This design comes from an exercise in tuning for small area, a short achievable clock period and few clock cycles per item on the open sky130 flow, not from production work. Where RTL was checked, it was by simulation tests only, not by an equivalence proof against the original. No driver is modelled on the clock port, so clocking that relies on it looks cheaper here than on a real chip. Power and IR drop assume default switching activity.

// afu_region_top
module afu_region_top (
   input  logic                   i_clk,
   input  logic                   i_arst_n,
   input  logic                   i_req,
   input  logic [3-1:0]  i_req_pid,
   input  logic [1:0]             i_req_op,
   input  logic [4-1:0] i_req_addr,
   input  logic [64-1:0] i_req_wdata,
   output logic                   o_ack,
   output logic [64-1:0] o_rsp_rdata,
   output afu_region_pkg::afu_status_e            o_rsp_status
);
clock: 4.0 ns
lec_check: 0
cap_margin: 20
core_margin: 2
core_utilization: 65
cts_cluster_diameter: 100
cts_cluster_size: 30
place_density: 0.75
setup_slack_margin: 2.3
slew_margin: 20
synth_hierarchical: 1
standard.sh (not shown) runs the stock make flow with config.mk's settings and CLKGATE_MAP_FILE= SYNTH_SCRIPT=/design/flow/synth_recipe.tcl, a recipe that flattens the netlist after the stock synthesis.
==> flow/flow/run.sh <==
#!/bin/bash
set -euo pipefail
here=$(cd "$(dirname "${BASH_SOURCE[0]}")" && pwd)
export BUFFER_PORTS_ARGS="-buffer_cell sky130_fd_sc_hd__buf_2"
export POST_CTS_TCL="$here/post_cts.tcl"
bash standard.sh > standard.log 2>&1
==> flow/flow/post_cts.tcl <==
set block [ord::get_db_block]
set clk_net [$block findNet i_clk]
set removed 0
foreach it [$clk_net getITerms] {
  set inst [$it getInst]
  set master [[$inst getMaster] getName]
  if {![string match "sky130_fd_sc_hd__clkbuf_*" $master]} { continue }
  set out_net ""
  foreach oit [$inst getITerms] {
    if {[$oit isOutputSignal]} { set out_net [$oit getNet] }
  }
  if {$out_net eq ""} { continue }
  set loads {}
  set all_bufs 1
  foreach lit [$out_net getITerms] {
    if {[$lit getInst] eq $inst} { continue }
    lappend loads $lit
    if {![string match "sky130_fd_sc_hd__clkbuf_*" [[[$lit getInst] getMaster] getName]]} { set all_bufs 0 }
  }
  set port_pins [expr {[llength [$clk_net getITerms]] - 1 + [llength $loads]}]
  if {!$all_bufs || $port_pins > 4 || [llength [$out_net getBTerms]] > 0} { continue }
  puts "post_cts: removing clock root buffer [$inst getName] ($master), port now drives $port_pins pins"
  foreach lit $loads {
    $lit disconnect
    $lit connect $clk_net
  }
  $it disconnect
  odb::dbInst_destroy $inst
  odb::dbNet_destroy $out_net
  incr removed
  break
}
if {$removed} {
  estimate_parasitics -placement
  report_clock_skew
  report_worst_slack -max
  report_worst_slack -min
}
The starting point completed with no timing, DRC or antenna violations.
Testbench counts at the start, summed over its fixed seeds: cycles 6,400, items 3,200.
Next try:
--- a/flow/flow/run.sh
+++ b/flow/flow/run.sh
@@ -5,2 +5,3 @@
 export POST_CTS_TCL="$here/post_cts.tcl"
+export POST_GLOBAL_ROUTE_TCL="$here/post_grt.tcl"
 bash standard.sh > standard.log 2>&1
==> flow/flow/post_grt.tcl (new file) <==
# After global routing and its timing repair: give back area on paths with
# slack to spare. repair_timing -recover_power downsizes cells on paths whose
# slack stays above the setup margin (the same margin the timing repair
# aims for), and the nets it changes are routed again.
set margin $::env(SETUP_SLACK_MARGIN)
puts "post_grt: before recovery"
report_worst_slack -max
report_design_area
global_route -start_incremental
repair_timing -recover_power 100 -setup_margin $margin -verbose
global_route -end_incremental
estimate_parasitics -global_routing
puts "post_grt: after recovery"
report_worst_slack -max
report_worst_slack -min
report_design_area
SETUP_SLACK_MARGIN = 2.1   (was 2.3)
Outcome:
- This time the run ran to the end with violations: max-capacitance violations, max-slew violations
- power stays flat
- clock power barely changes
- clock skew stays flat
- critical path depth climbs by 7
- worst setup slack got worse by 0.95 ns
- non-clock buffer count drops by 27
- maximum frequency drops by 35%
Next try:
--- a/flow/flow/run.sh
+++ b/flow/flow/run.sh
@@ -5,3 +5,2 @@
 export POST_CTS_TCL="$here/post_cts.tcl"
-export POST_GLOBAL_ROUTE_TCL="$here/post_grt.tcl"
 bash standard.sh > standard.log 2>&1
removed: flow/flow/post_grt.tcl
What happened: Now the flow went through all stages and came out clean; via count went down slightly; final cell count does not change; design area rises slightly; setup slack gains 0.90 ns; global-route usage does not change; first-iteration DRC count falls by a little under a tenth; fmax rises by well over a third; core utilization is higher by 0.85 points; hold slack gets worse by 0.010 ns; sequential power barely changes; clock-buffer cell count does not change.
Next try:
SETUP_SLACK_MARGIN = 2.2   (was 2.1)
Wire length rose by 4.4%. Global-route usage came out higher by 0.23 points. Final cell count goes up by 1.3%. Worst setup slack barely changes.

---

Another version of the RTL of afu_region_top (not shown whole).
Size in the first run: roughly 1200 cells after synthesis, about 680 flip-flops, ~140 I/O pins, roughly 0.022 mm2 of cells after synthesis.
Settings: LEC_CHECK=0, CAP_MARGIN=20, CORE_MARGIN=2, CORE_UTILIZATION=65, CTS_CLUSTER_DIAMETER=100, CTS_CLUSTER_SIZE=30, PLACE_DENSITY=0.75, SETUP_SLACK_MARGIN=2.1, SLEW_MARGIN=20, SYNTH_HIERARCHICAL=1; clock period 4.0 ns.
run.sh (not shown) runs the stock make flow with config.mk's settings and CLKGATE_MAP_FILE= SYNTH_SCRIPT=/design/flow/synth_recipe.tcl, a recipe that flattens the netlist after the stock synthesis.
Stock flow here: none of the scripts above is used.
Rerun with:
==> flow/flow/run.sh (new file) <==
#!/bin/bash
set -euo pipefail
here=$(cd "$(dirname "${BASH_SOURCE[0]}")" && pwd)
export BUFFER_PORTS_ARGS="-buffer_cell sky130_fd_sc_hd__buf_2"
export POST_CTS_TCL="$here/post_cts.tcl"
bash standard.sh > standard.log 2>&1
==> flow/flow/post_cts.tcl (new file) <==
set block [ord::get_db_block]
set clk_net [$block findNet i_clk]
set removed 0
foreach it [$clk_net getITerms] {
  set inst [$it getInst]
  set master [[$inst getMaster] getName]
  if {![string match "sky130_fd_sc_hd__clkbuf_*" $master]} { continue }
  set out_net ""
  foreach oit [$inst getITerms] {
    if {[$oit isOutputSignal]} { set out_net [$oit getNet] }
  }
  if {$out_net eq ""} { continue }
  set loads {}
  set all_bufs 1
  foreach lit [$out_net getITerms] {
    if {[$lit getInst] eq $inst} { continue }
    lappend loads $lit
    if {![string match "sky130_fd_sc_hd__clkbuf_*" [[[$lit getInst] getMaster] getName]]} { set all_bufs 0 }
  }
  set port_pins [expr {[llength [$clk_net getITerms]] - 1 + [llength $loads]}]
  if {!$all_bufs || $port_pins > 4 || [llength [$out_net getBTerms]] > 0} { continue }
  puts "post_cts: removing clock root buffer [$inst getName] ($master), port now drives $port_pins pins"
  foreach lit $loads {
    $lit disconnect
    $lit connect $clk_net
  }
  $it disconnect
  odb::dbInst_destroy $inst
  odb::dbNet_destroy $out_net
  incr removed
  break
}
if {$removed} {
  estimate_parasitics -placement
  report_clock_skew
  report_worst_slack -max
  report_worst_slack -min
}
==> flow/standard.sh (new file) <==
#!/bin/bash
# synth_recipe.tcl (not shown) runs the flow's synth.tcl, then flattens the netlist and writes it again
# the make line also repeats each setting of config.mk as NAME=value (left out here)
make -C /OpenROAD-flow-scripts/flow DESIGN_CONFIG=/design/flow/config.mk WORK_HOME=/design/flow/orfs CLKGATE_MAP_FILE= SYNTH_SCRIPT=/design/flow/synth_recipe.tcl "${@:-finish}"
removed: flow/run.sh
After rerunning: Synthesized cell count stays the same. Core utilization rises by 1.4 points. Critical path depth went up by 2. Count of clock-buffer cells in the layout falls by 1. Combinational power shrinks by 18%. Die area does not change. Worst hold slack improved by 11 ps.
No run of this note included a check of the RTL's function; only the layout flow was run.

[port drivers added, routing unchanged]
No port has a modelled driver above. Below, the same layouts with a new extraction and two added sets of constraints.
Step 1 assumes that a clkbuf_16 drives the clock port and a buf_2 every other input.
Step 2 moves the port delays by t, midway between the first and last clock arrival at a register: inputs arrive t later, outputs are due t later. That takes back most of the time a late clock gives input paths.
a / b / c = ideal / step 1 / step 2; a / b = the first two.
run	shift t [ns]	setup slack, ns	worst register clock-pin slew, ns	worst data-port slew with drivers (ns)	cell pins on the clock port's net
the first run of note 1	0.511	2.202 / 2.130 / 1.619	0.11 / 0.11	0.25	2
the second run of note 1	0.510	1.248 / 1.245 / 0.735	0.11 / 0.11	0.08	2
the third run of note 1	0.511	2.147 / 2.077 / 1.675	0.11 / 0.11	0.08	2
the fourth run of note 1	0.516	2.150 / 2.078 / 1.578	0.11 / 0.11	0.20	2
the first run of note 2	0.635	2.042 / 2.035 / 1.402	0.11 / 0.11	0.07	1
the second run of note 2	0.517	1.864 / 1.886 / 1.369	0.12 / 0.12	0.06	2
The setup slack of the first run of note 2, which loses most, moves by -0.007 ns with the drivers and by -0.640 ns with both steps.
